Background: an optimization exercise with open tools, aiming at small area. Do not read the settings as production practice.
At most, simulation tests tie the RTL to the original design; equivalence was not proved.
Function not checked in run 5: the RTL went through the layout flow alone.
Power and IR drop assume default switching activity.

[flow/config.mk]
export PLATFORM = sky130hd
export DESIGN_NAME = motion_ctrl_top
export DESIGN_NICKNAME = motion_ctrl_top
export VERILOG_FILES = /design/flow/design.v
export SDC_FILE = /design/flow/constraint.sdc
export NUM_CORES = 4
export LEC_CHECK = 0
export CAP_MARGIN = 20
export CORE_MARGIN = 2
export CORE_UTILIZATION = 40
export SLEW_MARGIN = 20
[flow/constraint.sdc]
create_clock -name core_clock -period 5.0 [get_ports {sys_clk}]
set_input_delay 1.0000 -clock core_clock [delete_from_list [all_inputs] [get_ports {sys_clk}]]
set_output_delay 1.0000 -clock core_clock [all_outputs]
set_load 0.01 [all_outputs]
[flow/design.v]
`timescale 1ns/10ps
`default_nettype none
module gpio_out_group (
    input  logic                       sys_clk,
    input  logic                       rst_n,
    input  logic                       wr_direct,
    input  logic                       wr_set,
    input  logic                       wr_clr,
    input  logic [32-1:0]  wdata,
    output logic [32-1:0]  gpio_out
);
    logic [32-1:0] state;
    logic ld, keep;
    assign ld   = rst_n & (wr_direct | wr_set);
    assign keep = rst_n & ~wr_direct;
    always_ff @(posedge sys_clk) begin
        state <= (wdata & {32{ld}})
               | (state & {32{keep}} & ~(wdata & {32{wr_clr}}));
    end
    assign gpio_out = state;
endmodule
`default_nettype wire
`timescale 1ns/10ps
`default_nettype none
module gpio_in_group (
    input  logic                       sys_clk,
    input  logic                       rst_n,
    input  logic                       wr_mode,
    input  logic [32-1:0]  wdata,
    input  logic [32-1:0]  gpio_in,
    output logic [32-1:0]  mode,
    output logic [32-1:0]  sampled
);
    logic [32-1:0] sync_q1;
    logic [32-1:0] sync_q2;
    logic rst_d1, rst_d2;
    logic clr;
    always_ff @(posedge sys_clk) begin
        sync_q1 <= gpio_in;
        sync_q2 <= sync_q1;
    end
    always_ff @(posedge sys_clk) begin
        rst_d1 <= ~rst_n;
        rst_d2 <= rst_d1;
    end
    assign clr = ~rst_n | rst_d1 | rst_d2;
    always_ff @(posedge sys_clk) begin
        if (wr_mode || !rst_n) begin
            mode <= wdata | {32{~rst_n}};
        end
    end
    always_ff @(posedge sys_clk) begin
        sampled <= ((sampled & ~mode) | (sync_q2 & mode)) & {32{~clr}};
    end
endmodule
`default_nettype wire
`timescale 1ns/10ps
`default_nettype none
module step_pulse_gen (
    input  logic                        sys_clk,
    input  logic                        rst_n,
    input  logic                        wr_ctrl,
    input  logic                        wr_hp,
    input  logic                        wr_sc,
    input  logic                        wr_status,
    input  logic [16-1:0]   wdata,       
    input  logic [16-1:0]   wdata_r,     
    input  logic                        motor_estop,
    output logic [16-1:0] half_period,
    output logic [16-1:0]   step_count,
    output logic [2:0]                  status,
    output logic                        motor_enable,
    output logic                        motor_dir,
    output logic                        motor_pulse,
    output logic                        motor_irq
);
    logic                        ctrl_en;
    logic                        ctrl_dir;
    logic                        busy;
    logic                        done;
    logic                        estop_latched;
    logic [16-1:0] phase_cnt;
    logic [16-1:0]   steps_left;
    logic phase_end, last_step, low_end, start, abort, finish;
    always_ff @(posedge sys_clk) begin
        if (wr_ctrl || !rst_n) begin
            ctrl_en  <= wdata_r[0];
            ctrl_dir <= wdata_r[1];
        end
    end
    always_ff @(posedge sys_clk) begin
        if (wr_hp || !rst_n) begin
            half_period <= wdata_r;
        end
    end
    always_ff @(posedge sys_clk) begin
        if (wr_sc || !rst_n) begin
            step_count <= wdata_r;
        end
    end
    assign phase_end = ~|phase_cnt[16-1:1];
    assign last_step = (steps_left == 16'(1));
    assign low_end   = busy & ~motor_pulse & phase_end;
    assign start     = wr_sc & ctrl_en & ~busy & (|wdata);
    assign abort     = busy & (motor_estop | (wr_ctrl & ~wdata[0]));
    assign finish    = low_end & last_step;
    always_ff @(posedge sys_clk) begin
        if (!busy || phase_end) begin
            phase_cnt <= half_period;
        end else begin
            phase_cnt <= phase_cnt - 16'(1);
        end
    end
    always_ff @(posedge sys_clk) begin
        steps_left <= busy ? steps_left - 16'(low_end) : wdata;
    end
    always_ff @(posedge sys_clk) begin
        if (!rst_n) begin
            busy        <= 1'b0;
            motor_pulse <= 1'b0;
        end else if (abort) begin
            busy        <= 1'b0;
            motor_pulse <= 1'b0;
        end else if (!busy) begin
            busy        <= start;
            motor_pulse <= start;
        end else if (phase_end) begin
            busy        <= ~(~motor_pulse & last_step);
            motor_pulse <= ~motor_pulse & ~last_step;
        end
    end
    always_ff @(posedge sys_clk) begin
        if (!rst_n) begin
            done <= 1'b0;
        end else if (!abort && finish) begin
            done <= 1'b1;
        end else if (wr_status || start) begin
            done <= 1'b0;
        end
    end
    always_ff @(posedge sys_clk) begin
        if (!rst_n) begin
            estop_latched <= 1'b0;
        end else if (busy && motor_estop) begin
            estop_latched <= 1'b1;
        end else if (wr_status) begin
            estop_latched <= 1'b0;
        end
    end
    assign status       = {estop_latched, done, busy};
    assign motor_enable = ctrl_en;
    assign motor_dir    = ctrl_dir;
    assign motor_irq    = done;
endmodule
`default_nettype wire
`timescale 1ns/10ps
`default_nettype none
module motion_ctrl_top (
    input  logic                           sys_clk,
    input  logic                           rst_n,
    input  logic                           bus_wr,
    input  logic                           bus_rd,
    input  logic [16-1:0]      bus_addr,
    input  logic [32-1:0]      bus_wdata,
    output logic [32-1:0]      bus_rdata,
    output logic                           rd_valid,
    input  logic [32-1:0]      gpio_in,
    output logic [32-1:0]      gpio_out,
    input  logic [2-1:0] motor_estop,
    output logic [2-1:0] motor_enable,
    output logic [2-1:0] motor_dir,
    output logic [2-1:0] motor_pulse,
    output logic [2-1:0] motor_irq
);
    localparam int NM = 2;
    logic [7:0] blk;
    logic [3:0] idx;
    logic       hit_go, hit_gi;
    logic [NM-1:0] hit_m;
    logic       idx0, idx1, idx2, idx3;
    assign blk    = bus_addr[15:8];
    assign idx    = bus_addr[3:0];
    assign hit_go = (blk == 8'h00);
    assign hit_gi = (blk == 8'h01);
    for (genvar m = 0; m < NM; m++) begin : g_hit
        assign hit_m[m] = (blk == 8'(8'h10 + m));
    end
    assign idx0 = (idx == 4'd0);
    assign idx1 = (idx == 4'd1);
    assign idx2 = (idx == 4'd2);
    assign idx3 = (idx == 4'd3);
    logic [16-1:0] wdata_r;
    assign wdata_r = bus_wdata[16-1:0] & {16{rst_n}};
    gpio_out_group u_gpio_out (
        .sys_clk   (sys_clk),
        .rst_n     (rst_n),
        .wr_direct (bus_wr & hit_go & idx0),
        .wr_set    (bus_wr & hit_go & idx1),
        .wr_clr    (bus_wr & hit_go & idx2),
        .wdata     (bus_wdata[32-1:0]),
        .gpio_out  (gpio_out)
    );
    logic [32-1:0] gi_mode, gi_sampled;
    gpio_in_group u_gpio_in (
        .sys_clk (sys_clk),
        .rst_n   (rst_n),
        .wr_mode (bus_wr & hit_gi & idx0),
        .wdata   (bus_wdata[32-1:0]),
        .gpio_in (gpio_in),
        .mode    (gi_mode),
        .sampled (gi_sampled)
    );
    logic [NM-1:0][16-1:0] m_hp;
    logic [NM-1:0][16-1:0]   m_sc;
    logic [NM-1:0][2:0]                  m_status;
    for (genvar m = 0; m < NM; m++) begin : g_motor
        step_pulse_gen u_motor (
            .sys_clk      (sys_clk),
            .rst_n        (rst_n),
            .wr_ctrl      (bus_wr & hit_m[m] & idx0),
            .wr_hp        (bus_wr & hit_m[m] & idx1),
            .wr_sc        (bus_wr & hit_m[m] & idx2),
            .wr_status    (bus_wr & hit_m[m] & idx3),
            .wdata        (bus_wdata[16-1:0]),
            .wdata_r      (wdata_r),
            .motor_estop  (motor_estop[m]),
            .half_period  (m_hp[m]),
            .step_count   (m_sc[m]),
            .status       (m_status[m]),
            .motor_enable (motor_enable[m]),
            .motor_dir    (motor_dir[m]),
            .motor_pulse  (motor_pulse[m]),
            .motor_irq    (motor_irq[m])
        );
    end
    logic [32-1:0] rd_sel;
    always_comb begin
        rd_sel = 32'(gpio_out & {32{hit_go & (idx0 | idx1 | idx2)}})
               | 32'(gi_mode & {32{hit_gi & idx0}})
               | 32'(gi_sampled & {32{hit_gi & idx1}});
        for (int m = 0; m < NM; m++) begin
            rd_sel = rd_sel
                   | 32'({motor_dir[m], motor_enable[m]} & {2{hit_m[m] & idx0}})
                   | 32'(m_hp[m] & {16{hit_m[m] & idx1}})
                   | 32'(m_sc[m] & {16{hit_m[m] & idx2}})
                   | 32'(m_status[m] & {3{hit_m[m] & idx3}});
        end
    end
    always_ff @(posedge sys_clk) begin
        if (bus_rd) begin
            bus_rdata <= rd_sel;     
        end
    end
    always_ff @(posedge sys_clk) begin
        if (!rst_n) begin
            rd_valid <= 1'b0;
        end else begin
            rd_valid <= bus_rd;
        end
    end
endmodule
`default_nettype wire
[flow/flow/run.sh]
#!/bin/bash
# The standard layout (standard.sh) with an area-oriented ABC script in
# synthesis, the smallest buffer on the ports and a clock tree of a few
# large clusters without dummy loads.
set -euo pipefail
here=$(pwd)
export MY_ABC_SCRIPT="$here/flow/abc_area.script"
export BUFFER_PORTS_ARGS="-buffer_cell sky130_fd_sc_hd__buf_1"
export CTS_ARGS="-sink_clustering_enable -repair_clock_nets -dont_use_dummy_load -sink_clustering_size 16 -sink_clustering_max_diameter 60 -buf_list sky130_fd_sc_hd__clkbuf_8"
bash standard.sh SYNTH_SCRIPT="$here/flow/synth.tcl" finish > standard_flow.log 2>&1
[flow/flow/abc_area.script]
strash
&get -n
&st
&syn2
&dch -f
&nf -R 1000 -F 8 -A 8 -C 32 -p
&put
[flow/flow/synth.tcl]
# synth_recipe.tcl with an area-oriented ABC script for the logic mapping;
# flip-flop mapping, flattening and renaming as in the standard synthesis.
proc synth {args} { yosys synth -nofsm -noshare {*}$args }
proc abc {args} {
  set i [lsearch -exact $args -script]
  if {$i >= 0} {
    set args [lreplace $args $i [expr {$i + 1}] -script $::env(MY_ABC_SCRIPT)]
  }
  yosys abc {*}$args
}
source $::env(SCRIPTS_DIR)/synth.tcl
# left out here: clear keep_hierarchy, flatten, clean up, hide names made inside functions, write 1_2_yosys.v
[flow/standard.sh]
#!/bin/bash
# synth_recipe.tcl (not shown) runs the flow's synth.tcl, then flattens the netlist and writes it again
# the make line also repeats each setting of config.mk as NAME=value (left out here)
make -C /OpenROAD-flow-scripts/flow DESIGN_CONFIG=/design/flow/config.mk WORK_HOME=/design/flow/orfs CLKGATE_MAP_FILE= SYNTH_SCRIPT=/design/flow/synth_recipe.tcl "${@:-finish}"
==> results.py, run 1 <==
metrics = {
    "floorplanning": {
        "rows": 63,
        "fp.dieW_um": 178,
        "design.core.area_sq_um": 29600,
        "initial_core_util_pct": 40.7,
        "pin_count": 159,
        "die_y_um": 178,
        "die-area_sq_um": 31600,
    },
    "worst_setup_path": {
        "endpoint_kind": "flip-flop",
        "cp_slowest_stage_delay_ns": 0.42,
        "r2r_start": "g_motor[0].u_motor.phase_cnt[12]",
        "path_cells": "or3_1 -> nor2_1 -> nand4_1 -> nor2_1 -> ha_1 -> nand2_1 -> or2_0 -> nand2b_1 -> or3_1 -> o41a_1 -> nor2_1 -> a21oi_1",
        "crit_family": "simple AND/OR/NAND/NOR gates",
        "cp.arrival_ns": 3.47,
        "setup.worst_path.start": "g_motor[0].u_motor.phase_cnt[12]",
        "crit_fanout": 5,
        "r2r-end": "g_motor[0].u_motor.steps_left[11]",
        "crit_top_cell": "nor2_1",
        "cp_data_required_time_ns": 5.47,
        "cp.depth": 12,
        "reg2reg_slack_ns": 2.00,
        "crit_path_start_kind": "flip-flop",
        "critPathSlowestCell": "or3_1",
        "endpoint": "g_motor[0].u_motor.steps_left[11]",
        "reg2reg_depth": 12,
        "critical_path_buf_inv_count": 0,
        "setup.worst_path.class": "flip-flop to flip-flop",
    },
    "drt": {
        "routedWlPerCell_um": 19.7,
        "antenna_left": 0,
        "drtPass1Iterations": 8,
        "drc": 0,
        "initialDrtViolationCount": 796,
        "routed_wl_um": 31200,
        "drt-vias-per-instance": 5.38,
        "vias": 8531,
    },
    "timing": {
        "slew_headroom_pct": 26.3,
        "setup_tns_ns": 0,
        "setup_viol": 0,
        "worst_slew_pin_slew_ns": 1.10,
        "clock.fmax_mhz": 333,
        "layout_setup_ws_ns": 2.00,
        "hold_viol": 0,
        "slew_violations": 0,
        "fin_crit_sh_pct": 60.0,
        "period_needed_ns": 3.00,
        "rsz0062_at_grt": "no",
        "fin_skew_ns": 0.0547,
    },
    "layout": {
        "final_nets": 1289,
        "antennaDiodeCount": 0,
        "area_growth_pct": 12.7,
        "final_util_pct": 45.9,
        "final_cell_mix": "dfxtp_1 (203), buf_1 (152), nor2_1 (132), edfxtp_1 (132), nand2_1 (75)",
        "fin_area_sq_um": 13600,
        "final_layout_size_suffix_gt1_share_pct": 4.52,
        "final_common_cell": "dfxtp_1",
    },
    "cts": {
        "tritoncts": "yes",
        "cts_setup_buffers": 0,
        "cts_sinks": 335,
        "root_buffer": "clkbuf_8",
        "clk_latency_ns": 0.59,
        "clk_pin_slew_ns": 0.10,
        "postCtsHoldBufs": 0,
        "cts_buffer_depth": 3,
        "numCtsBuffers": 27,
        "cts_resized": 0,
        "htree_levels": 1,
    },
    "power": {
        "p_leak_nw": 4.65,
        "ir_drop_mv": 0.169,
        "cellPowerDensity_nw_per_um2": 339,
    },
    "global_routing": {
        "grt_pass1_wl_um": 47300,
        "antenna_found_initial": 0,
        "grt_max_degree": 61,
        "grt_pass1_vias": 8303,
        "grt.total_usage_pct": 19.6,
        "grt_remaining_overflow": 0,
    },
    "synthesis": {
        "synthDistinctLibCells": 35,
        "synth_area_leaders": "dfxtp_1 (34%), edfxtp_1 (33%), nor2_1 (4.4%)",
        "yosys_warnings": 4,
        "seq_area_frac_synth_pct": 66.5,
        "syn_avg_cell_area_sq_um": 12.0,
        "yosysTopAreaCell": "dfxtp_1",
        "syn_area_sq_um": 12100,
        "synthesis.nets": 1099,
        "ys_ff_latch": 335,
        "synth_top_area_share_pct": 33.7,
        "synthCells": 1007,
    },
    "flow_run": {
        "cap_violations": 0,
    },
    "placement": {
        "place_hpwl_um": 19900,
        "pre_cts_ws_ns": 1.57,
        "port_buffers": 154,
        "place_area_sq_um": 13200,
        "gp_congestion": 0.840,
    },
    "hold_path": {
        "hold_path.class": "flip-flop to flip-flop",
    },
    "status": {
        "status": "timing/DRC/antenna clean",
    },
}
Yosys cell counts (all sizes together):
cell type	n
a221oi	2
a31oi	16
nand2	75
or3	8
nand4	9
xor2	14
a32o	32
buf	8
nor3b	1
a222oi	32
o41a	2
and4	1
nand3b	3
nor4b	6
a211oi	1
dfxtp	203
nor4	12
ha	6
nor3	27
a22o	2
o31ai	1
nor2	140
or2	3
xnor2	21
o22ai	3
o21ai	25
nor2b	1
edfxtp	132
a21oi	43
nand3	22
a22oi	35
mux2i	32
clkinv	25
and2	19
nand2b	45
routing by layer:
layer / up-vias / track usage (%) / routed length (um)
met2: 259 / 32.4 / 14800
met1: 4119 / 26.7 / 13800
met3: 38 / 3.62 / 2140
met5: - / 0 / 0
li1: 4115 / - / -
met4: 0 / 4.44 / 470
state kept, by name, summed over array words and instances, names as in the netlist, 32 cells and up:
signal	cells
u_gpio_out.state	32
u_gpio_in.mode	32
u_gpio_in.sync_q1	32
g_motor.u_motor.phase_cnt	32
g_motor.u_motor.steps_left	32
bus_rdata	32
u_gpio_in.sampled	32
u_gpio_in.sync_q2	32
g_motor.u_motor.half_period	32
g_motor.u_motor.step_count	32
where the power goes:
group | internal (mW) | switching (mW) | leakage [nW]
sequential | 2.99 | 0.0816 | 2.99
clock | 0.482 | 0.820 | 0.194
combinational | 0.0879 | 0.148 | 1.46
total | 3.55 | 1.05 | 4.65
worst reg2reg max path, delay by kind of cell, from the launching register on:
family                   cells  cell delay [ns]
adder cells (fa/ha/maj)      1             0.19
AND/OR/NAND/NOR              9             1.97
AO/OA/AOI/OAI                2             0.39
flip-flops                   1             0.34
through the flow:
stage / std cells / hold slack, ns / power [mW]
finish: 1585 / 0.327 / 4.60
global route: 1585 / 0.331 / 4.80
CTS: 1585 / 0.329 / 4.66
detailed placement: 1558 / 0.312 / 3.37
global placement: 1558 / 0.309 / 3.36
floorplan: 1007 / 0.310 / 3.23
how the worst min path moves through the flow:
stage,startpoint,endpoint,slack [ns],cells past startpoint
2_1_floorplan,u_gpio_in.sync_q1[0],u_gpio_in.sync_q2[0],0.31,0
3_3_place_gp,u_gpio_in.sync_q1[22],u_gpio_in.sync_q2[22],0.31,0
3_5_place_dp,u_gpio_in.sync_q1[12],u_gpio_in.sync_q2[12],0.31,0
4_1_cts,u_gpio_in.sync_q1[28],u_gpio_in.sync_q2[28],0.33,0
5_1_grt,u_gpio_in.sync_q1[17],u_gpio_in.sync_q2[17],0.33,0
6_report,u_gpio_in.sync_q1[28],u_gpio_in.sync_q2[28],0.33,0
layout make-up:
type                    count  area [sq um]
fillers                  2791         16000
flip-flops and latches    335          8030
multi-input cells         639          3920
repair buffers            169           693
well taps                 390           488
clock buffers              27           372
inverters                  25          93.8
logic make-up after synthesis:
kind of cell	synth area share, %
buffers and inverters	1.28
and+or+nand+nor	14.5
muxes	2.65
AOI/OAI and AO/OA	11.9
adders and majority gates	0.622
DFF	66.5
xor gates and xnor gates	2.54
==> run 2: changes to the inputs <==
--- a/flow/design.v
+++ b/flow/design.v
@@ -44,11 +44,13 @@
         rst_d2 <= rst_d1;
     end
     assign clr = ~rst_n | rst_d1 | rst_d2;
+    logic [32-1:0] mode_n;
     always_ff @(posedge sys_clk) begin
         if (wr_mode || !rst_n) begin
-            mode <= wdata | {32{~rst_n}};
-        end
-    end
+            mode_n <= ~wdata & {32{rst_n}};
+        end
+    end
+    assign mode = ~mode_n;
     always_ff @(posedge sys_clk) begin
         sampled <= ((sampled & ~mode) | (sync_q2 & mode)) & {32{~clr}};
     end
--- a/flow/config.mk
+++ b/flow/config.mk
@@ -7,5 +7,6 @@
 export LEC_CHECK = 0
 export CAP_MARGIN = 20
 export CORE_MARGIN = 2
-export CORE_UTILIZATION = 40
+export CORE_UTILIZATION = 65
+export PLACE_DENSITY = 0.7
 export SLEW_MARGIN = 20
==> run 2 against run 1 <==
Still clean on timing, DRC and antenna. Synthesized cell count up 0.30%. Clock skew decreased by 0.0062 ns. Sequential share of layout area increased by 0.97 points. Hold slack worse by 0.034 ns. Critical path depth fell by 2. Register-to-register slack worse by 0.12 ns. First-iteration DRC count is 5.0% higher. Power decreased by 1.1%. Design area decreased by 1.6%. Combinational power is essentially flat. Sequential power barely moved. Largest cell class unchanged.
==> results.py, run 2 <==
metrics = {
    "synthesis": {
        "synthCells": 1010,
        "synth_flop_cell": "dfxtp_1",
        "synth_top_family_by_area": "simple AND/OR/NAND/NOR gates",
        "synth-async-reset-ratio_pct": 0,
        "synth-simple-area-share_pct": 14.2,
        "seq_area_frac_synth_pct": 66.9,
        "synth_edf_count": 132,
        "syn_avg_cell_area_sq_um": 11.9,
        "synth_common_cells": "dfxtp_1 (203), nor2_1 (188), edfxtp_1 (132)",
        "synth_top_area_share_pct": 33.9,
        "syn_area_sq_um": 12000,
        "synthesis.nets": 1102,
        "synth_area_leaders": "dfxtp_1 (34%), edfxtp_1 (33%), nor2_1 (5.9%)",
        "ys_ff_latch": 335,
        "synth_compound_area_share_pct": 12.1,
        "yosys_warnings": 4,
        "yosysTopAreaCell": "dfxtp_1",
        "synthMuxAreaShare_pct": 2.67,
        "synthDistinctLibCells": 42,
        "synth_most_common_cell": "dfxtp_1",
        "synth_xor_area_share_pct": 2.55,
        "synthAdderAreaFrac_pct": 0.626,
    },
    "timing": {
        "slew_violations": 0,
        "setup_tns_ns": 0,
        "holdWs_ns": 0.293,
        "clock.fmax_mhz": 321,
        "setup_viol": 0,
        "fin_skew_ns": 0.0485,
        "slew_headroom_pct": 31.1,
        "hold_viol": 0,
        "fin_crit_sh_pct": 62.3,
        "rsz0062_at_grt": "no",
        "worst_slew_pin_slew_ns": 1.03,
        "period_needed_ns": 3.12,
    },
    "layout": {
        "instances_no_fill": 1435,
        "area_growth_pct": 11.5,
        "final_cell_mix": "dfxtp_1 (203), nor2_1 (182), buf_1 (153)",
        "register_area_sq_um": 8030,
        "antennaDiodeCount": 0,
        "final_util_pct": 74.2,
        "fill_cells": 1314,
        "multi_input_area_sq_um": 3900,
        "final_nets": 1300,
        "final_common_cell": "dfxtp_1",
        "final_layout_size_suffix_gt1_share_pct": 4.98,
    },
    "drt": {
        "routed_wl_um": 29000,
        "vias": 8846,
        "routedWlPerCell_um": 20.2,
        "drc": 0,
        "drtPass1Iterations": 5,
        "antenna_left": 0,
        "initialDrtViolationCount": 836,
        "drt-vias-per-instance": 6.16,
    },
    "worst_setup_path": {
        "critPathSlowestCell": "nor4_1",
        "crit_fanout": 4,
        "crit_path_start_kind": "flip-flop",
        "r2r-end": "g_motor[0].u_motor.steps_left[15]",
        "cp_data_required_time_ns": 5.41,
        "path_cells": "nor4_1 -> nand4_1 -> nor3_1 -> ha_1 -> nand2_1 -> nor4_1 -> nand2_1 -> nor4_1 -> xnor2_1 -> a21oi_1",
        "reg2reg_slack_ns": 1.88,
        "reg2reg_depth": 10,
        "setup.worst_path.class": "flip-flop to flip-flop",
        "endpoint_kind": "flip-flop",
        "crit_top_cell": "nor4_1",
        "cp.arrival_ns": 3.52,
        "cp_slowest_stage_delay_ns": 0.54,
        "r2r_start": "g_motor[0].u_motor.phase_cnt[12]",
    },
    "cts": {
        "clk_pin_slew_ns": 0.10,
        "cts_buffer_depth": 3,
        "cts_setup_buffers": 0,
        "cts_sinks": 335,
        "numCtsBuffers": 26,
        "cts_resized": 0,
        "postCtsHoldBufs": 0,
        "root_buffer": "clkbuf_8",
        "tritoncts": "yes",
        "htree_levels": 1,
        "clk_latency_ns": 0.56,
    },
    "floorplanning": {
        "initial_core_util_pct": 66.6,
        "die-area_sq_um": 19600,
        "rows": 49,
        "fp.dieW_um": 140,
        "die_y_um": 140,
        "pin_count": 159,
        "design.core.area_sq_um": 18000,
    },
    "global_routing": {
        "antenna_found_initial": 0,
        "grt_max_degree": 40,
        "grt_pass1_wl_um": 44200,
        "grt_remaining_overflow": 0,
        "grt_pass1_vias": 8391,
        "grt.total_usage_pct": 29.0,
    },
    "status": {
        "status": "timing/DRC/antenna clean",
    },
    "hold_path": {
        "hold_path.class": "flip-flop to flip-flop",
        "whs_endpoint": "u_gpio_in.sync_q2[2]",
        "min_from": "u_gpio_in.sync_q1[2]",
        "hold_depth": 0,
    },
    "power": {
        "ir_drop_mv": 0.340,
        "cellPowerDensity_nw_per_um2": 341,
        "p_leak_nw": 4.69,
    },
    "placement": {
        "dpl.cell_count": 1409,
        "port_buffers": 154,
        "place_hpwl_um": 19500,
        "gp_congestion": 0.899,
    },
    "flow_run": {
        "cap_violations": 0,
    },
}
[run 2: kinds of logic after synthesis]
group / count (synthesis)
muxes: 32
and+or+nand+nor: 385
buffers and inverters: 20
DFF: 335
adders and majority gates: 6
AOI/OAI and AO/OA: 197
xor gates and xnor gates: 35
[run 2: how the worst max path moves through the flow]
stage | startpoint | endpoint | slack [ns] | depth (start not counted)
after global placement | bus_addr[8] | u_gpio_out.state[0] | 1.59 | 7
after CTS | g_motor[0].u_motor.phase_cnt[12] | g_motor[0].u_motor.steps_left[15] | 1.93 | 10
after detailed placement | bus_addr[8] | u_gpio_out.state[13] | 1.51 | 7
after floorplan | rst_n | u_gpio_out.state[0] | 0.41 | 3
final | g_motor[0].u_motor.phase_cnt[12] | g_motor[0].u_motor.steps_left[15] | 1.88 | 10
after global routing | g_motor[0].u_motor.phase_cnt[12] | g_motor[0].u_motor.steps_left[15] | 1.61 | 10
[run 2: metal layers]
metal / share of wire [%] / track usage (%) / wire length (um)
met1: 40 / 38.3 / 11500
met2: 48 / 48.1 / 13800
met3: 9.6 / 6.13 / 2780
met4: 3.2 / 9.89 / 939
met5: 0 / 0.251 / 0
[run 2: report_power, final]
group | internal, mW | switching [mW]
logic | 0.0880 | 0.150
registers | 2.99 | 0.0838
clock network | 0.465 | 0.785
total | 3.54 | 1.02
[run 2: critical path, delay by kind of cell, from the launching register on]
family	cells	cell delay, ns
fa+ha+maj	1	0.24
compound gates	1	0.08
flops	1	0.34
simple gates	7	2.14
xor+xnor	1	0.16
[run 2: cell type report]
cell class,instances,area share [%]
tap,229,2.14
clock buffer,26,2.67
multi-input combinational,655,29.2
inverter,12,0.337
timing repair buffer,178,5.68
sequential,335,60.0
[run 2: through the flow]
step | power (mW) | instance area (sq um) | setup WS, ns
3_3_place_gp | 3.36 | 13000 | 1.59
6_report | 4.56 | 13400 | 1.88
4_1_cts | 4.58 | 13400 | 1.93
3_5_place_dp | 3.37 | 13000 | 1.51
2_1_floorplan | 3.23 | 12000 | 0.406
5_1_grt | 4.71 | 13400 | 1.61
==> run 3: changes to the inputs <==
--- a/flow/config.mk
+++ b/flow/config.mk
@@ -7,6 +7,7 @@
 export LEC_CHECK = 0
 export CAP_MARGIN = 20
 export CORE_MARGIN = 2
-export CORE_UTILIZATION = 65
-export PLACE_DENSITY = 0.7
+export CORE_UTILIZATION = 40
+export GPL_ROUTABILITY_DRIVEN = 0
+export GPL_TIMING_DRIVEN = 0
 export SLEW_MARGIN = 20
==> run 3 against run 2 <==
Register-to-register slack got worse by 0.07 ns. Power increased by 1.5%. Worst setup slack got worse by 0.37 ns. Sequential cell count unchanged. Largest cell class unchanged. Largest power group unchanged. Highest routed layer unchanged.
==> results.py, run 3 <==
metrics = {
    "hold_path": {
        "hold_path.class": "flip-flop to flip-flop",
    },
    "synthesis": {
        "synth_flop_cell": "dfxtp_1",
        "synthDistinctLibCells": 42,
        "seq_area_frac_synth_pct": 66.9,
        "synth_top_area_share_pct": 33.9,
        "syn_avg_cell_area_sq_um": 11.9,
        "yosys_warnings": 4,
        "yosysTopAreaCell": "dfxtp_1",
        "synth_edf_count": 132,
        "synth_common_cells": "dfxtp_1 (203), nor2_1 (188), edfxtp_1 (132)",
        "ys_ff_latch": 335,
        "synth_area_leaders": "dfxtp_1 (34%), edfxtp_1 (33%), nor2_1 (5.9%)",
        "synthesis.nets": 1102,
        "synthCells": 1010,
        "synth-async-reset-ratio_pct": 0,
        "syn_area_sq_um": 12000,
        "synth_most_common_cell": "dfxtp_1",
    },
    "timing": {
        "rsz0062_at_grt": "no",
        "period_needed_ns": 3.49,
        "slew_violations": 0,
        "holdWs_ns": 0.331,
        "clock.fmax_mhz": 286,
        "worst_slew_pin_slew_ns": 1.03,
        "fin_skew_ns": 0.0462,
        "slew_headroom_pct": 30.8,
        "fin_crit_sh_pct": 69.8,
        "hold_viol": 0,
        "setup_viol": 0,
    },
    "flow_run": {
        "cap_violations": 0,
    },
    "cts": {
        "htree_levels": 1,
        "tritoncts": "yes",
        "cts_setup_buffers": 0,
        "cts_resized": 0,
        "postCtsHoldBufs": 0,
        "cts_buffer_depth": 3,
        "cts_sinks": 335,
        "numCtsBuffers": 27,
        "clk_pin_slew_ns": 0.10,
        "root_buffer": "clkbuf_8",
        "clk_latency_ns": 0.58,
    },
    "power": {
        "p_leak_nw": 4.81,
        "pwr-share-clk_pct": 28.2,
        "ir_drop_mv": 0.255,
        "cellPowerDensity_nw_per_um2": 334,
        "internal-power_mw": 3.56,
        "swShare_pct": 22.9,
        "p_seq_share_pct": 66.4,
        "combPwrFrac_pct": 5.4,
        "switchingPower_mw": 1.06,
    },
    "placement": {
        "place_hpwl_um": 22400,
        "port_buffers": 154,
        "dpl.cell_count": 1576,
    },
    "global_routing": {
        "grt_remaining_overflow": 0,
        "grt.total_usage_pct": 19.7,
        "antenna_found_initial": 0,
        "grt_max_degree": 41,
        "grt_pass1_vias": 8396,
        "grt_pass1_wl_um": 47600,
    },
    "floorplanning": {
        "initial_core_util_pct": 40.6,
        "rows": 63,
        "die-area_sq_um": 31400,
        "pin_count": 159,
        "design.core.area_sq_um": 29600,
        "fp.dieW_um": 177,
        "die_y_um": 177,
    },
    "worst_setup_path": {
        "endpoint_kind": "flip-flop",
        "crit_path_start_kind": "input port",
        "crit_fanout": 38,
        "setup.worst_path.class": "input port to flip-flop",
        "reg2reg_slack_ns": 1.81,
        "cp_data_required_time_ns": 5.53,
        "cp.arrival_ns": 4.02,
    },
    "layout": {
        "final_common_cell": "dfxtp_1",
        "final_cell_mix": "dfxtp_1 (201), nor2_1 (181), buf_1 (152)",
        "instances_no_fill": 1603,
        "final_nets": 1307,
        "area_growth_pct": 15.4,
        "antennaDiodeCount": 0,
        "final_layout_size_suffix_gt1_share_pct": 6.43,
    },
    "drt": {
        "drt-vias-per-instance": 5.40,
        "routedWlPerCell_um": 19.6,
        "routed_wl_um": 31500,
        "vias": 8657,
        "initialDrtViolationCount": 548,
        "drtPass1Iterations": 5,
        "drc": 0,
        "antenna_left": 0,
    },
    "status": {
        "status": "timing/DRC/antenna clean",
    },
}
==> run 3: cell counts after synthesis <==
Identical to the previous run, type by type.
==> run 3: through the flow <==
stage	cell area (sq um)	util (%)	power, mW	setup TNS (ns)	worst slack [ns]
6_report	13900	46.9	4.62	0	1.51
3_5_place_dp	13500	45.6	3.38	0	0.927
3_3_place_gp	13100	44.2	3.36	-228.93	-5.01
2_1_floorplan	12000	-	3.23	0	0.406
4_1_cts	13900	46.9	4.67	0	1.54
5_1_grt	13900	46.9	4.80	0	1.44
==> run 3: logic make-up (layout without fill, tap and decap cells) <==
group | after synthesis | count (layout) | synth area share [%]
and+or+nand+nor | 385 | 385 | 14.2
muxes | 32 | 32 | 2.67
xor gates and xnor gates | 35 | 35 | 2.55
adders and majority gates | 6 | 6 | 0.626
buffers and inverters | 20 | 223 | 0.876
DFF | 335 | 335 | 66.9
AOI/OAI and AO/OA | 197 | 197 | 12.1
==> run 3: power by group through the flow <==
stage	sequential [mW]	combinational, mW	clock (mW)
2_1_floorplan	3.11	0.124	0
3_3_place_gp	3.13	0.229	0
3_5_place_dp	3.13	0.253	0
4_1_cts	3.07	0.255	1.34
5_1_grt	3.08	0.278	1.44
6_report	3.07	0.252	1.30
==> run 3: path summary, 6_finish.rpt <==
kind	start	to	cells after the start
worst max register to register	g_motor[0].u_motor.busy	g_motor[0].u_motor.steps_left[15]	9
worst min-delay path	u_gpio_in.sync_q1[21]	u_gpio_in.sync_q2[21]	0
worst max-delay path	rst_n	u_gpio_out.state[30]	7
worst min register to register	u_gpio_in.sync_q1[21]	u_gpio_in.sync_q2[21]	0
==> run 3: critical path, cell delays in order <==
cell      delay (ns)
buf_2           0.52
clkinv_2        0.81
nor4b_2         0.86
buf_4           0.30
buf_4           0.17
buf_2           0.20
a32o_1          0.14
==> run 3: per-layer routing <==
| layer | up-vias | wire length, um | global-route usage (%) |
|---|---|---|---|
| li1 | 4159 | - | - |
| met1 | 4141 | 13500 | 25.5 |
| met5 | - | 0 | 0 |
| met4 | 0 | 862 | 5.99 |
| met2 | 302 | 15000 | 33.4 |
| met3 | 55 | 2200 | 3.74 |
==> run 3: layout make-up <==
class	instances	area, sq um
clock buffer	27	372
buffer	8	60.1
multi-input combinational	655	3940
inverter	12	46.3
timing repair buffer	176	921
sequential	335	8030
fill	2768	15700
tap	390	488
==> run 4: changes to the inputs <==
--- a/flow/config.mk
+++ b/flow/config.mk
@@ -8,6 +8,4 @@
 export CAP_MARGIN = 20
 export CORE_MARGIN = 2
 export CORE_UTILIZATION = 40
-export GPL_ROUTABILITY_DRIVEN = 0
-export GPL_TIMING_DRIVEN = 0
 export SLEW_MARGIN = 20
==> run 4 against run 3 <==
Sequential share of layout area up 1.2 points. Critical path depth up 5. Via count down 0.47%. Area after synthesis unchanged. Clock skew down 0.0079 ns. Sequential cell count unchanged. Die area unchanged. Clock power up 3%. Power up 0.45%. Combinational power down 6%. First-iteration DRC count up 23%. Sequential power about the same. Critical path type is now flip-flop to flip-flop.
==> results.py, run 4 <==
metrics = {
    "drt": {
        "drtPass1Iterations": 5,
        "initialDrtViolationCount": 672,
        "drc": 0,
        "routed_wl_um": 31700,
        "vias": 8616,
        "antenna_left": 0,
        "routedWlPerCell_um": 19.9,
        "drt-vias-per-instance": 5.41,
    },
    "global_routing": {
        "grt_pass1_vias": 8410,
        "grt_remaining_overflow": 0,
        "grt_max_degree": 41,
        "antenna_found_initial": 0,
        "grt_pass1_wl_um": 48400,
        "grt.total_usage_pct": 20.1,
    },
    "floorplanning": {
        "die-area_sq_um": 31400,
        "rows": 63,
        "design.core.area_sq_um": 29600,
        "fp.dieW_um": 177,
        "initial_core_util_pct": 40.6,
        "pin_count": 159,
        "die_y_um": 177,
    },
    "timing": {
        "worst_slew_pin_slew_ns": 1.08,
        "fin_skew_ns": 0.0382,
        "setup_viol": 0,
        "slew_violations": 0,
        "clock.fmax_mhz": 331,
        "hold_viol": 0,
        "period_needed_ns": 3.02,
        "fin_crit_sh_pct": 60.4,
        "setup_tns_ns": 0,
        "rsz0062_at_grt": "no",
        "slew_headroom_pct": 27.8,
    },
    "status": {
        "status": "timing/DRC/antenna clean",
    },
    "synthesis": {
        "syn_area_sq_um": 12000,
        "synthCells": 1010,
        "synth_most_common_cell": "dfxtp_1",
        "synth_common_cells": "dfxtp_1 (203), nor2_1 (188), edfxtp_1 (132)",
        "synth_edf_count": 132,
        "yosys_warnings": 4,
        "synth_top_area_share_pct": 33.9,
        "seq_area_frac_synth_pct": 66.9,
        "synth-async-reset-ratio_pct": 0,
        "synthesis.nets": 1102,
        "synthDistinctLibCells": 42,
        "syn_avg_cell_area_sq_um": 11.9,
        "yosysTopAreaCell": "dfxtp_1",
        "ys_ff_latch": 335,
        "synth_area_leaders": "dfxtp_1 (34%), edfxtp_1 (33%), nor2_1 (5.9%)",
        "synth_flop_cell": "dfxtp_1",
    },
    "worst_setup_path": {
        "cp_data_required_time_ns": 5.46,
        "r2r_start": "g_motor[0].u_motor.phase_cnt[7]",
        "crit_top_cell": "nand2_1",
        "cp.arrival_ns": 3.48,
        "endpoint_kind": "flip-flop",
        "cp_slowest_stage_delay_ns": 0.50,
        "crit_path_start_kind": "flip-flop",
        "setup.worst_path.class": "flip-flop to flip-flop",
        "setup.worst_path.start": "g_motor[0].u_motor.phase_cnt[7]",
        "critPathSlowestCell": "nor4_1",
        "path_cells": "nor2_1 -> nand2_1 -> nor3_1 -> nand4_1 -> nor3_1 -> ha_1 -> nand2_1 -> nor4_1 -> nand2_1 -> nor4_1 -> xnor2_1 -> a21oi_1",
        "crit_fanout": 4,
    },
    "layout": {
        "register_area_sq_um": 8030,
        "final_nets": 1296,
        "final_layout_size_suffix_gt1_share_pct": 4.66,
        "final_cell_mix": "dfxtp_1 (203), nor2_1 (181), buf_1 (153)",
        "area_growth_pct": 13.0,
        "final_common_cell": "dfxtp_1",
        "antennaDiodeCount": 0,
        "multi_input_area_sq_um": 3900,
        "fill_cells": 2820,
        "final_util_pct": 45.9,
    },
    "cts": {
        "htree_levels": 1,
        "numCtsBuffers": 28,
        "clk_pin_slew_ns": 0.10,
        "cts_setup_buffers": 0,
        "postCtsHoldBufs": 0,
        "cts_buffer_depth": 3,
        "clk_latency_ns": 0.60,
        "root_buffer": "clkbuf_8",
        "cts_resized": 0,
        "tritoncts": "yes",
        "cts_sinks": 335,
    },
    "placement": {
        "port_buffers": 154,
        "place_hpwl_um": 20400,
        "gp_congestion": 0.837,
    },
    "power": {
        "p_leak_nw": 4.68,
        "cellPowerDensity_nw_per_um2": 342,
        "ir_drop_mv": 0.228,
    },
    "hold_path": {
        "hold_path.class": "flip-flop to flip-flop",
        "min_from": "u_gpio_in.sync_q1[5]",
    },
    "flow_run": {
        "cap_violations": 0,
    },
}
[run 4: cell counts after synthesis]
No cell type changed its count.
[run 4: power by group]
group	total (mW)	internal [mW]	switching [mW]	leakage [nW]
logic	0.238	0.0856	0.153	1.49
clock network	1.34	0.498	0.838	0.201
registers	3.07	2.99	0.0841	2.98
total	4.64	3.57	1.08	4.68
[run 4: final timing paths]
kind | end | slack, ns | cells past startpoint
worst max-delay path | g_motor[0].u_motor.steps_left[15] | 1.98 | 12
worst min-delay path | u_gpio_in.sync_q2[5] | 0.32 | 0
worst max register to register | g_motor[0].u_motor.steps_left[15] | 1.98 | 12
worst min register to register | u_gpio_in.sync_q2[5] | 0.32 | 0
[run 4: per-layer routing]
layer,share of wire (%),vias up,track usage [%]
li1,-,4136,-
met2,47,289,33.5
met1,43,4121,26.6
met5,0,-,0
met3,6.7,70,3.72
met4,3.1,0,6.27
[run 4: critical path: cells and delay by family (launching register included)]
| family | cells | cell delay (ns) |
|---|---|---|
| simple gates | 9 | 2.03 |
| flops | 1 | 0.36 |
| fa+ha+maj | 1 | 0.23 |
| xor+xnor | 1 | 0.17 |
| compound gates | 1 | 0.08 |
[run 4: per-stage QoR]
step / hold slack (ns) / instances / total power [mW] / instance area (sq um) / worst slack, ns
final: 0.324 / 1592 / 4.64 / 13600 / 1.98
after global routing: 0.336 / 1592 / 4.82 / 13600 / 1.60
after floorplan: 0.310 / 1010 / 3.23 / 12000 / 0.406
after global placement: 0.311 / 1564 / 3.36 / 13200 / 1.65
after detailed placement: 0.312 / 1564 / 3.37 / 13200 / 1.61
after CTS: 0.328 / 1592 / 4.68 / 13600 / 1.95
[run 4: cells by family after synthesis]
group,after synthesis,share of synthesized area (%)
AO/OA/AOI/OAI,197,12.1
XOR/XNOR,35,2.55
adder cells (fa/ha/maj),6,0.626
buffers and inverters,20,0.876
flip-flops,335,66.9
multiplexers,32,2.67
AND/OR/NAND/NOR,385,14.2
[run 4: final cells by class]
cell class | count | share of cell area (%)
Clock buffer | 28 | 2.84
Sequential cell | 335 | 59.2
Multi-Input combinational cell | 655 | 28.8
Inverter | 12 | 0.332
Tap cell | 390 | 3.60
Timing Repair Buffer | 172 | 5.27
==> run 5: changes to the inputs <==
--- a/flow/design.v
+++ b/flow/design.v
@@ -106,16 +106,20 @@
     assign start     = wr_sc & ctrl_en & ~busy & (|wdata);
     assign abort     = busy & (motor_estop | (wr_ctrl & ~wdata[0]));
     assign finish    = low_end & last_step;
+    logic [16-1:0] phase_cnt_n;
+    logic [16-1:0]   steps_left_n;
     always_ff @(posedge sys_clk) begin
         if (!busy || phase_end) begin
-            phase_cnt <= half_period;
+            phase_cnt_n <= ~half_period;
         end else begin
-            phase_cnt <= phase_cnt - 16'(1);
-        end
-    end
-    always_ff @(posedge sys_clk) begin
-        steps_left <= busy ? steps_left - 16'(low_end) : wdata;
-    end
+            phase_cnt_n <= phase_cnt_n + 16'(1);
+        end
+    end
+    always_ff @(posedge sys_clk) begin
+        steps_left_n <= busy ? steps_left_n + 16'(low_end) : ~wdata;
+    end
+    assign phase_cnt  = ~phase_cnt_n;
+    assign steps_left = ~steps_left_n;
     always_ff @(posedge sys_clk) begin
         if (!rst_n) begin
             busy        <= 1'b0;
==> run 5 against run 4 <==
Still clean on timing, DRC and antenna. Fmax decreased by 5.5%. Final cell count decreased by 1.2%. Power decreased by 0.32%. Core utilization about the same. Clock-buffer cell count increased by 1. Clock skew increased by 0.0054 ns. Critical endpoint is now u_gpio_in.mode_n[7]. Largest cell class unchanged.
==> results.py, run 5 <==
metrics = {
    "worst_setup_path": {
        "crit_top_cell": "buf_4",
        "r2r-end": "g_motor[0].u_motor.steps_left_n[12]",
        "critPathSlowestCell": "nor4_1",
        "endpoint_kind": "flip-flop",
        "reg2reg_depth": 13,
        "crit_fanout": 33,
        "critical_path_buf_inv_count": 3,
        "crit_path_start_kind": "input port",
        "crit_family": "simple AND/OR/NAND/NOR gates",
        "reg2reg_slack_ns": 1.96,
        "cp_data_required_time_ns": 5.19,
        "path_cells": "buf_1 -> nor4_1 -> nand3_1 -> or2_1 -> buf_4 -> o21ai_4 -> buf_4",
        "cp_slowest_stage_delay_ns": 0.63,
        "r2r_start": "g_motor[0].u_motor.phase_cnt_n[4]",
        "cp.arrival_ns": 3.38,
        "setup.worst_path.class": "input port to flip-flop",
    },
    "timing": {
        "fin_crit_sh_pct": 63.9,
        "rsz0062_at_grt": "no",
        "setup_viol": 0,
        "setup_tns_ns": 0,
        "slew_headroom_pct": 29.4,
        "fin_skew_ns": 0.0437,
        "period_needed_ns": 3.19,
        "clock.fmax_mhz": 313,
        "worst_slew_pin_slew_ns": 1.06,
        "hold_viol": 0,
        "slew_violations": 0,
    },
    "floorplanning": {
        "pin_count": 159,
        "design.core.area_sq_um": 29600,
        "die_y_um": 177,
        "die-area_sq_um": 31400,
        "fp.dieW_um": 177,
        "rows": 63,
        "initial_core_util_pct": 40.5,
    },
    "hold_path": {
        "hold_path.class": "flip-flop to flip-flop",
        "whs_endpoint": "u_gpio_in.sync_q2[7]",
        "hold_depth": 0,
        "min_from": "u_gpio_in.sync_q1[7]",
    },
    "synthesis": {
        "synthDistinctLibCells": 37,
        "synthCells": 990,
        "seq_area_frac_synth_pct": 67.0,
        "synthesis.nets": 1082,
        "yosysTopAreaCell": "dfxtp_1",
        "ys_ff_latch": 335,
        "synth_most_common_cell": "dfxtp_1",
        "synth_flop_cell": "dfxtp_1",
        "synth_top_area_share_pct": 33.9,
        "syn_area_sq_um": 12000,
        "syn_avg_cell_area_sq_um": 12.1,
        "synth_common_cells": "dfxtp_1 (203), nor2_1 (151), edfxtp_1 (132)",
        "synth_area_leaders": "dfxtp_1 (34%), edfxtp_1 (33%), nor2_1 (4.7%)",
        "synth-async-reset-ratio_pct": 0,
        "yosys_warnings": 4,
        "synth_edf_count": 132,
    },
    "cts": {
        "clk_latency_ns": 0.58,
        "postCtsHoldBufs": 0,
        "cts_setup_buffers": 0,
        "clk_pin_slew_ns": 0.06,
        "tritoncts": "yes",
        "cts_buffer_depth": 3,
        "root_buffer": "clkbuf_8",
        "cts_resized": 0,
        "numCtsBuffers": 29,
        "cts_sinks": 335,
        "htree_levels": 1,
    },
    "power": {
        "p_leak_nw": 4.71,
        "p_seq_share_pct": 66.3,
        "combPwrFrac_pct": 4.9,
        "swShare_pct": 22.6,
        "pwr-share-clk_pct": 28.8,
        "ir_drop_mv": 0.219,
        "internal-power_mw": 3.58,
        "switchingPower_mw": 1.05,
        "cellPowerDensity_nw_per_um2": 341,
    },
    "drt": {
        "drtPass1Iterations": 5,
        "routed_wl_um": 31200,
        "drt-met1-wl_um": 13900,
        "routed.top_layer": "met4",
        "vias": 8514,
        "routedWlPerCell_um": 19.8,
        "antenna_left": 0,
        "routed-wl-met2_um": 14900,
        "drt-vias-per-instance": 5.41,
        "drc": 0,
        "wl_met3_um": 1770,
        "initialDrtViolationCount": 722,
    },
    "global_routing": {
        "grt_max_degree": 34,
        "antenna_found_initial": 2,
        "grt_remaining_overflow": 0,
        "grt_pass1_wl_um": 47300,
        "grt_pass1_vias": 8274,
        "grt.total_usage_pct": 19.7,
    },
    "placement": {
        "dpl.cell_count": 1544,
        "gp_congestion": 0.849,
        "place_hpwl_um": 20400,
        "place_area_sq_um": 13200,
        "port_buffers": 154,
    },
    "layout": {
        "register_area_sq_um": 8030,
        "fin_area_sq_um": 13600,
        "area_growth_pct": 13.2,
        "final_layout_size_suffix_gt1_share_pct": 4.99,
        "final_nets": 1277,
        "fill_cells": 2743,
        "multi_input_area_sq_um": 3920,
        "final_common_cell": "dfxtp_1",
        "antennaDiodeCount": 0,
        "final_cell_mix": "dfxtp_1 (203), buf_1 (153), nor2_1 (145)",
        "final_util_pct": 45.9,
        "instances_no_fill": 1573,
    },
    "status": {
        "status": "timing/DRC/antenna clean",
    },
    "flow_run": {
        "cap_violations": 0,
    },
}
-- run 5: changes by cell type in the layout (fill, tap and decap cells not counted), moves of 9 or more --
| cell | previous run | this run |
|---|---|---|
| nand3_1 | 15 | 35 |
| a31oi_1 | 15 | 2 |
| nor4_1 | 21 | 8 |
| nor2_1 | 181 | 145 |
| nand4_1 | 9 | 18 |
| and3_1 | 2 | 11 |
| nand2_1 | 84 | 95 |
| xnor2_1 | 21 | 33 |
| nor3_1 | 19 | 8 |
-- run 5: power by group through the flow --
| stage | registers (mW) | logic, mW | clock network, mW |
|---|---|---|---|
| after floorplan | 3.11 | 0.115 | 0 |
| after global placement | 3.13 | 0.221 | 0 |
| after detailed placement | 3.13 | 0.225 | 0 |
| after CTS | 3.07 | 0.226 | 1.39 |
| after global routing | 3.09 | 0.248 | 1.48 |
| final | 3.07 | 0.225 | 1.33 |
-- run 5: worst max path at each step --
stage                                            startpoint                             endpoint  slack, ns  depth (start not counted)
after global routing      g_motor[0].u_motor.phase_cnt_n[4]  g_motor[0].u_motor.steps_left_n[14]       1.59                         13
after global placement                         bus_addr[12]                 u_gpio_in.mode_n[31]       1.27                          7
final                                          bus_addr[12]                  u_gpio_in.mode_n[7]       1.81                          7
after floorplan                                       rst_n                  u_gpio_out.state[0]       0.41                          3
after detailed placement                       bus_addr[12]                 u_gpio_in.mode_n[30]       1.26                          7
after CTS                                      bus_addr[12]                  u_gpio_in.mode_n[7]       1.86                          7
-- run 5: cell families after synthesis --
family                   count (synthesis)  share of synthesized area [%]
AND/OR/NAND/NOR                        365                           13.7
flip-flops                             335                           67.0
AO/OA/AOI/OAI                          184                           11.4
XOR/XNOR                                52                           3.80
multiplexers                            34                           2.84
buffers and inverters                   14                          0.689
adder cells (fa/ha/maj)                  6                          0.626
-- run 5: layout make-up --
type / instances / share of cell area [%]
sequential: 335 / 59.2
multi-input combinational: 641 / 28.9
timing repair buffer: 172 / 5.27
tap: 390 / 3.60
clock buffer: 29 / 2.94
inverter: 6 / 0.166
-- run 5: per-stage QoR --
| stage | hold WS [ns] | total power, mW | setup slack (ns) |
|---|---|---|---|
| 5_1_grt | 0.334 | 4.81 | 1.59 |
| 6_report | 0.329 | 4.63 | 1.81 |
| 3_5_place_dp | 0.312 | 3.36 | 1.26 |
| 4_1_cts | 0.333 | 4.68 | 1.86 |
| 2_1_floorplan | 0.310 | 3.23 | 0.408 |
| 3_3_place_gp | 0.312 | 3.35 | 1.27 |
-- run 5: routing by layer --
metal,vias up,GRT usage [%]
met5,-,0
met4,0,5.03
met3,47,2.81
met2,241,33.0
met1,4161,26.7
li1,4065,-
==> run 6: changes to the inputs <==
--- a/flow/design.v
+++ b/flow/design.v
@@ -106,20 +106,16 @@
     assign start     = wr_sc & ctrl_en & ~busy & (|wdata);
     assign abort     = busy & (motor_estop | (wr_ctrl & ~wdata[0]));
     assign finish    = low_end & last_step;
-    logic [16-1:0] phase_cnt_n;
-    logic [16-1:0]   steps_left_n;
     always_ff @(posedge sys_clk) begin
         if (!busy || phase_end) begin
-            phase_cnt_n <= ~half_period;
+            phase_cnt <= half_period;
         end else begin
-            phase_cnt_n <= phase_cnt_n + 16'(1);
-        end
-    end
-    always_ff @(posedge sys_clk) begin
-        steps_left_n <= busy ? steps_left_n + 16'(low_end) : ~wdata;
-    end
-    assign phase_cnt  = ~phase_cnt_n;
-    assign steps_left = ~steps_left_n;
+            phase_cnt <= phase_cnt - 16'(1);
+        end
+    end
+    always_ff @(posedge sys_clk) begin
+        steps_left <= busy ? steps_left - 16'(low_end) : wdata;
+    end
     always_ff @(posedge sys_clk) begin
         if (!rst_n) begin
             busy        <= 1'b0;
==> flow/flow/run.sh (replaced) <==
#!/bin/bash
# The standard layout (standard.sh) with an area-oriented ABC script in
# synthesis, the smallest buffer on the ports and a clock tree of a few
# large clusters without dummy loads.
set -euo pipefail
here=$(pwd)
export MY_ABC_SCRIPT="$here/flow/abc_area.script"
export BUFFER_PORTS_ARGS="-buffer_cell sky130_fd_sc_hd__buf_1"
export CTS_ARGS="-sink_clustering_enable -repair_clock_nets -dont_use_dummy_load -sink_clustering_size 10 -sink_clustering_max_diameter 40 -buf_list sky130_fd_sc_hd__clkbuf_4 -root_buf sky130_fd_sc_hd__clkbuf_8 -tree_buf sky130_fd_sc_hd__clkbuf_8 -sink_clustering_buffer sky130_fd_sc_hd__clkbuf_4"
bash standard.sh SYNTH_SCRIPT="$here/flow/synth.tcl" finish > standard_flow.log 2>&1
==> run 6 against run 5 <==
Global-route usage grew 0.71 points. Critical path depth grew 3. Area after synthesis grew 0.13%. Critical endpoint is now g_motor[0].u_motor.steps_left[15]. Still clean. First-iteration DRC count shrank 11%. Sequential power is essentially flat. Via count grew 2.8%. Sequential share of layout area is essentially flat. Highest routed layer unchanged. Largest cell class unchanged. Die area grew 0.12%.
==> results.py, run 6 <==
metrics = {
    "worst_setup_path": {
        "critPathSlowestCell": "nor4_1",
        "path_cells": "nor4_1 -> nand4_1 -> nor3_1 -> ha_1 -> nand2_1 -> nor4_1 -> nand2_1 -> nor4_1 -> xnor2_1 -> a21oi_1",
        "endpoint_kind": "flip-flop",
        "setup.worst_path.class": "flip-flop to flip-flop",
        "cp.arrival_ns": 3.41,
        "cp_slowest_stage_delay_ns": 0.50,
        "crit_path_start_kind": "flip-flop",
        "crit_family": "simple AND/OR/NAND/NOR gates",
        "r2r_start": "g_motor[0].u_motor.phase_cnt[11]",
        "reg2reg_depth": 10,
        "reg2reg_slack_ns": 1.98,
        "r2r-end": "g_motor[0].u_motor.steps_left[15]",
        "crit_fanout": 4,
        "cp_data_required_time_ns": 5.39,
        "crit_top_cell": "nor4_1",
        "setup.worst_path.start": "g_motor[0].u_motor.phase_cnt[11]",
        "critical_path_buf_inv_count": 0,
    },
    "floorplanning": {
        "rows": 63,
        "pin_count": 159,
        "initial_core_util_pct": 40.6,
        "die-area_sq_um": 31400,
        "design.core.area_sq_um": 29600,
        "fp.dieW_um": 177,
        "die_y_um": 177,
    },
    "synthesis": {
        "syn_avg_cell_area_sq_um": 11.9,
        "synth_most_common_cell": "dfxtp_1",
        "syn_area_sq_um": 12000,
        "synthDistinctLibCells": 42,
        "yosysTopAreaCell": "dfxtp_1",
        "synthesis.nets": 1102,
        "yosys_warnings": 4,
        "synth_area_leaders": "dfxtp_1 (34%), edfxtp_1 (33%), nor2_1 (5.9%)",
        "synth_common_cells": "dfxtp_1 (203), nor2_1 (188), edfxtp_1 (132)",
        "ys_ff_latch": 335,
        "synth_flop_cell": "dfxtp_1",
        "synthCells": 1010,
        "synth-async-reset-ratio_pct": 0,
        "synth_edf_count": 132,
        "synth_top_area_share_pct": 33.9,
        "seq_area_frac_synth_pct": 66.9,
    },
    "timing": {
        "worst_slew_pin_slew_ns": 1.07,
        "slew_violations": 0,
        "hold_viol": 0,
        "fin_crit_sh_pct": 60.5,
        "setup_tns_ns": 0,
        "period_needed_ns": 3.02,
        "setup_viol": 0,
        "clock.fmax_mhz": 331,
        "fin_skew_ns": 0.0643,
        "rsz0062_at_grt": "no",
        "slew_headroom_pct": 28.4,
    },
    "power": {
        "p_leak_nw": 4.71,
        "p_seq_share_pct": 66.2,
        "cellPowerDensity_nw_per_um2": 342,
        "swShare_pct": 23.4,
        "finalPower_mw": 4.64,
        "switchingPower_mw": 1.09,
        "ir_drop_mv": 0.178,
        "combPwrFrac_pct": 5.1,
        "pwr-share-clk_pct": 28.7,
        "internal-power_mw": 3.55,
    },
    "status": {
        "status": "timing/DRC/antenna clean",
    },
    "cts": {
        "clk_latency_ns": 0.56,
        "htree_levels": 2,
        "postCtsHoldBufs": 0,
        "root_buffer": "clkbuf_8",
        "cts_setup_buffers": 0,
        "numCtsBuffers": 47,
        "cts_buffer_depth": 3,
        "clk_pin_slew_ns": 0.10,
        "tritoncts": "yes",
        "cts_sinks": 335,
        "cts_resized": 0,
    },
    "layout": {
        "final_nets": 1315,
        "area_growth_pct": 13.0,
        "multi_input_area_sq_um": 3900,
        "final_cell_mix": "dfxtp_1 (203), nor2_1 (181), buf_1 (153)",
        "register_area_sq_um": 8030,
        "final_layout_size_suffix_gt1_share_pct": 6.14,
        "final_common_cell": "dfxtp_1",
        "fill_cells": 2833,
    },
    "global_routing": {
        "grt_max_degree": 41,
        "grt_remaining_overflow": 0,
        "grt_pass1_wl_um": 48900,
        "grt_pass1_vias": 8622,
        "grt.total_usage_pct": 20.4,
        "antenna_found_initial": 0,
    },
    "drt": {
        "antenna_left": 0,
        "vias": 8753,
        "routedWlPerCell_um": 19.7,
        "initialDrtViolationCount": 643,
        "drtPass1Iterations": 5,
        "routed_wl_um": 31800,
        "drc": 0,
        "drt-vias-per-instance": 5.43,
    },
    "flow_run": {
        "cap_violations": 0,
    },
    "placement": {
        "gp_congestion": 0.837,
        "port_buffers": 154,
        "place_hpwl_um": 20400,
    },
    "hold_path": {
        "min_from": "u_gpio_in.sync_q1[25]",
        "hold_depth": 0,
        "hold_path.class": "flip-flop to flip-flop",
        "whs_endpoint": "u_gpio_in.sync_q2[25]",
    },
}
-- run 6: cell families after synthesis --
family / count (synthesis) / share of synthesized area (%)
muxes: 32 / 2.67
adders and majority gates: 6 / 0.626
DFF: 335 / 66.9
AOI/OAI and AO/OA: 197 / 12.1
buffers and inverters: 20 / 0.876
and+or+nand+nor: 385 / 14.2
xor gates and xnor gates: 35 / 2.55
-- run 6: final cells by class --
type,instances,area share (%)
clock buffer,47,2.83
timing repair buffer,172,5.27
inverter,12,0.332
antenna,1,0.0184
tap,390,3.60
sequential,335,59.2
multi-input combinational,655,28.8
-- run 6: how the worst max path moves through the flow --
stage | cells past startpoint | slack, ns | to
CTS | 12 | 1.92 | g_motor[0].u_motor.steps_left[15]
global placement | 6 | 1.65 | bus_rdata[13]
global route | 12 | 1.56 | g_motor[0].u_motor.steps_left[15]
floorplan | 3 | 0.41 | u_gpio_out.state[0]
detailed placement | 6 | 1.61 | bus_rdata[7]
finish | 10 | 1.98 | g_motor[0].u_motor.steps_left[15]
-- run 6: worst register-to-register path, delay by kind of cell (launching register included) --
kind                     cells  cell delay [ns]
AO/OA/AOI/OAI                1             0.08
flip-flops                   1             0.36
AND/OR/NAND/NOR              7             2.04
XOR/XNOR                     1             0.17
adder cells (fa/ha/maj)      1             0.23
-- run 6: power by group through the flow --
stage / clock network, mW / logic, mW / registers (mW)
2_1_floorplan: 0 / 0.124 / 3.11
3_3_place_gp: 0 / 0.233 / 3.13
3_5_place_dp: 0 / 0.239 / 3.13
4_1_cts: 1.38 / 0.240 / 3.07
5_1_grt: 1.49 / 0.267 / 3.09
6_report: 1.33 / 0.238 / 3.07
-- run 6: through the flow --
stage | instances | util [%] | hold WS (ns) | worst slack (ns) | instance area (sq um)
detailed placement | 1564 | 44.6 | 0.312 | 1.61 | 13200
global route | 1611 | 45.9 | 0.319 | 1.56 | 13600
finish | 1612 | 45.9 | 0.312 | 1.98 | 13600
CTS | 1611 | 45.9 | 0.315 | 1.92 | 13600
floorplan | 1010 | - | 0.310 | 0.406 | 12000
global placement | 1564 | 44.6 | 0.311 | 1.65 | 13200
-- run 6: routing by layer --
metal,track usage (%),wire length (um)
met1,26.4,13600
met2,33.7,15000
met3,4.66,2320
met4,6.65,917
met5,0,0
==> run 7: changes to the inputs <==
--- a/flow/design.v
+++ b/flow/design.v
@@ -44,13 +44,11 @@
         rst_d2 <= rst_d1;
     end
     assign clr = ~rst_n | rst_d1 | rst_d2;
-    logic [32-1:0] mode_n;
     always_ff @(posedge sys_clk) begin
         if (wr_mode || !rst_n) begin
-            mode_n <= ~wdata & {32{rst_n}};
-        end
-    end
-    assign mode = ~mode_n;
+            mode <= wdata | {32{~rst_n}};
+        end
+    end
     always_ff @(posedge sys_clk) begin
         sampled <= ((sampled & ~mode) | (sync_q2 & mode)) & {32{~clr}};
     end
==> flow/flow/abc_area.script (replaced) <==
strash
&get -n
&st
&syn2
&dch -f
&nf -a
&put
==> run 7 against run 6 <==
Still clean on timing, DRC and antenna. Area after synthesis is 1.2% higher. Wire length up 3.2%. Critical path depth did not move. Clock power hardly changed. Global-route usage rose by 0.29 points. Sequential cell count stayed put. Critical path type unchanged. Highest routed layer unchanged.
==> results.py, run 7 <==
metrics = {
    "drt": {
        "initialDrtViolationCount": 883,
        "drt-vias-per-instance": 5.53,
        "antenna_left": 0,
        "drc": 0,
        "drtPass1Iterations": 6,
        "routed_wl_um": 32900,
        "routedWlPerCell_um": 20.4,
        "vias": 8921,
    },
    "worst_setup_path": {
        "setup.worst_path.class": "flip-flop to flip-flop",
        "r2r_start": "g_motor[1].u_motor.phase_cnt[8]",
        "setup.worst_path.start": "g_motor[1].u_motor.phase_cnt[8]",
        "cp_data_required_time_ns": 5.45,
        "cp.arrival_ns": 4.44,
        "crit_fanout": 5,
        "crit_path_start_kind": "flip-flop",
        "endpoint_kind": "flip-flop",
    },
    "layout": {
        "final_util_pct": 46.0,
        "final_cell_mix": "dfxtp_1 (203), buf_1 (152), edfxtp_1 (132)",
        "final_layout_size_suffix_gt1_share_pct": 6.07,
        "final_nets": 1314,
        "instances_no_fill": 1612,
        "area_growth_pct": 12.9,
        "final_common_cell": "dfxtp_1",
    },
    "timing": {
        "hold_viol": 0,
        "slew_violations": 0,
        "holdWs_ns": 0.321,
        "rsz0062_at_grt": "no",
        "setup_tns_ns": 0,
        "fin_skew_ns": 0.0486,
        "setup_viol": 0,
        "period_needed_ns": 3.99,
        "worst_slew_pin_slew_ns": 1.08,
        "fin_crit_sh_pct": 79.7,
        "clock.fmax_mhz": 251,
        "slew_headroom_pct": 28.0,
    },
    "cts": {
        "clk_pin_slew_ns": 0.10,
        "root_buffer": "clkbuf_8",
        "cts_sinks": 335,
        "clk_latency_ns": 0.55,
        "tritoncts": "yes",
        "cts_buffer_depth": 3,
        "numCtsBuffers": 45,
        "cts_resized": 0,
        "htree_levels": 2,
        "postCtsHoldBufs": 0,
        "cts_setup_buffers": 0,
    },
    "floorplanning": {
        "rows": 63,
        "die_y_um": 178,
        "die-area_sq_um": 31800,
        "design.core.area_sq_um": 29800,
        "initial_core_util_pct": 40.7,
        "pin_count": 159,
        "fp.dieW_um": 178,
    },
    "global_routing": {
        "grt.total_usage_pct": 20.7,
        "grt_max_degree": 48,
        "grt_remaining_overflow": 0,
        "antenna_found_initial": 2,
        "grt_pass1_wl_um": 49400,
        "grt_pass1_vias": 8628,
    },
    "placement": {
        "port_buffers": 154,
        "place_hpwl_um": 21400,
        "dpl.cell_count": 1564,
        "gp_congestion": 0.879,
    },
    "status": {
        "status": "timing/DRC/antenna clean",
    },
    "flow_run": {
        "cap_violations": 0,
    },
    "synthesis": {
        "yosys_warnings": 4,
        "synthCells": 1009,
        "synth_most_common_cell": "dfxtp_1",
        "synth_edf_count": 132,
        "synthDistinctLibCells": 42,
        "synth_common_cells": "dfxtp_1 (203), edfxtp_1 (132), nor2_1 (130)",
        "ys_ff_latch": 335,
        "yosysTopAreaCell": "dfxtp_1",
        "syn_avg_cell_area_sq_um": 12.0,
        "seq_area_frac_synth_pct": 66.1,
        "synthesis.nets": 1101,
        "synth-async-reset-ratio_pct": 0,
        "syn_area_sq_um": 12100,
        "synth_top_area_share_pct": 33.5,
        "synth_area_leaders": "dfxtp_1 (33%), edfxtp_1 (33%), nor2_1 (4.0%)",
        "synth_flop_cell": "dfxtp_1",
    },
    "hold_path": {
        "hold_path.class": "flip-flop to flip-flop",
        "min_from": "u_gpio_in.sync_q1[23]",
    },
    "power": {
        "finalPower_mw": 4.62,
        "ir_drop_mv": 0.154,
        "cellPowerDensity_nw_per_um2": 337,
        "p_leak_nw": 4.74,
    },
}
[run 7: cell type report]
| class | count | area (sq um) |
|---|---|---|
| Sequential cell | 335 | 8030 |
| Inverter | 24 | 90.1 |
| Fill cell | 2860 | 16100 |
| Antenna cell | 2 | 5.00 |
| Tap cell | 390 | 488 |
| Clock buffer | 45 | 369 |
| Multi-Input combinational cell | 642 | 3980 |
| Timing Repair Buffer | 174 | 753 |
[run 7: kinds of logic after synthesis]
family,after synthesis,synth area share (%)
and+or+nand+nor,364,14.5
buffers and inverters,32,1.24
AOI/OAI and AO/OA,206,12.5
muxes,32,2.64
adders and majority gates,6,0.618
xor gates and xnor gates,34,2.45
DFF,335,66.1
[run 7: metal layers]
metal  vias to the layer above  GRT usage, %  part of all wire (%)
met2                       334          32.3                    45
met1                      4316          28.5                    45
met5                         -             0                     0
met4                         0          5.79                   1.9
met3                        54          5.26                   8.6
li1                       4217             -                     -
[run 7: power by group]
group,internal (mW),switching (mW),leakage (nW)
registers,2.99,0.0819,2.99
clock network,0.463,0.849,0.220
logic,0.0902,0.155,1.52
[run 7: final timing paths]
kind	to	slack, ns	depth (start not counted)
worst min-delay path	u_gpio_in.sync_q2[23]	0.32	0
worst min register to register	u_gpio_in.sync_q2[23]	0.32	0
worst max-delay path	g_motor[1].u_motor.steps_left[14]	1.01	10
worst max register to register	g_motor[1].u_motor.steps_left[14]	1.01	10
[run 7: metrics by stage]
step	area, sq um	setup slack (ns)
after floorplan	12100	1.08
after global placement	13300	1.18
after detailed placement	13300	1.15
after CTS	13700	1.09
after global routing	13700	0.794
final	13700	1.01
[run 7: critical path, stage by stage, from the launching register on]
cell	delay [ns]
dfxtp_1	0.34
nor4_1	0.61
nand2_1	0.33
nor4_1	0.55
ha_1	0.31
ha_1	0.20
or3b_1	0.41
nor4_1	0.67
nand3b_1	0.17
xor2_1	0.17
a21oi_1	0.14

==> separate check: timing with driven ports <==
No port has a modelled driver above. Below, the same layouts with a new extraction and two added sets of constraints.
Step 1 sets driving cells, clkbuf_16 on the clock port and buf_2 on the other inputs (assumed; they add their load-dependent delay and slew).
Step 2, shift: input delay + t, output delay - t, t = (earliest + latest rising clock arrival at the registers) / 2. This alone moves slack from input paths to output paths.
Three values: no drivers, after step 1, after step 2; two values: the first two.
| run | t (ns) | slack for setup (ns) | latest minus earliest clock arrival (ns) | slew at the worst register clock pin (ns) | worst data-port slew with drivers (ns) |
|---|---|---|---|---|---|
| run 1 | 0.605 | 1.999 / 1.999 / 1.569 | 0.063 / 0.063 | 0.11 / 0.11 | 0.05 |
| run 2 | 0.586 | 1.884 / 1.884 / 1.428 | 0.058 / 0.058 | 0.11 / 0.11 | 0.04 |
| run 3 | 0.601 | 1.509 / 1.511 / 0.910 | 0.051 / 0.050 | 0.10 / 0.10 | 0.05 |
| run 4 | 0.621 | 1.981 / 1.981 / 1.553 | 0.038 / 0.038 | 0.10 / 0.10 | 0.05 |
| run 5 | 0.603 | 1.806 / 1.830 / 1.226 | 0.044 / 0.045 | 0.10 / 0.10 | 0.05 |
| run 6 | 0.573 | 1.975 / 1.975 / 1.588 | 0.064 / 0.064 | 0.11 / 0.11 | 0.05 |
| run 7 | 0.574 | 1.013 / 1.013 / 1.013 | 0.070 / 0.070 | 0.11 / 0.11 | 0.06 |
After both steps setup and hold are still met in every run listed. For run 3, which loses most, drivers alone change the setup slack by +0.002 ns; drivers and shift together by -0.599 ns.
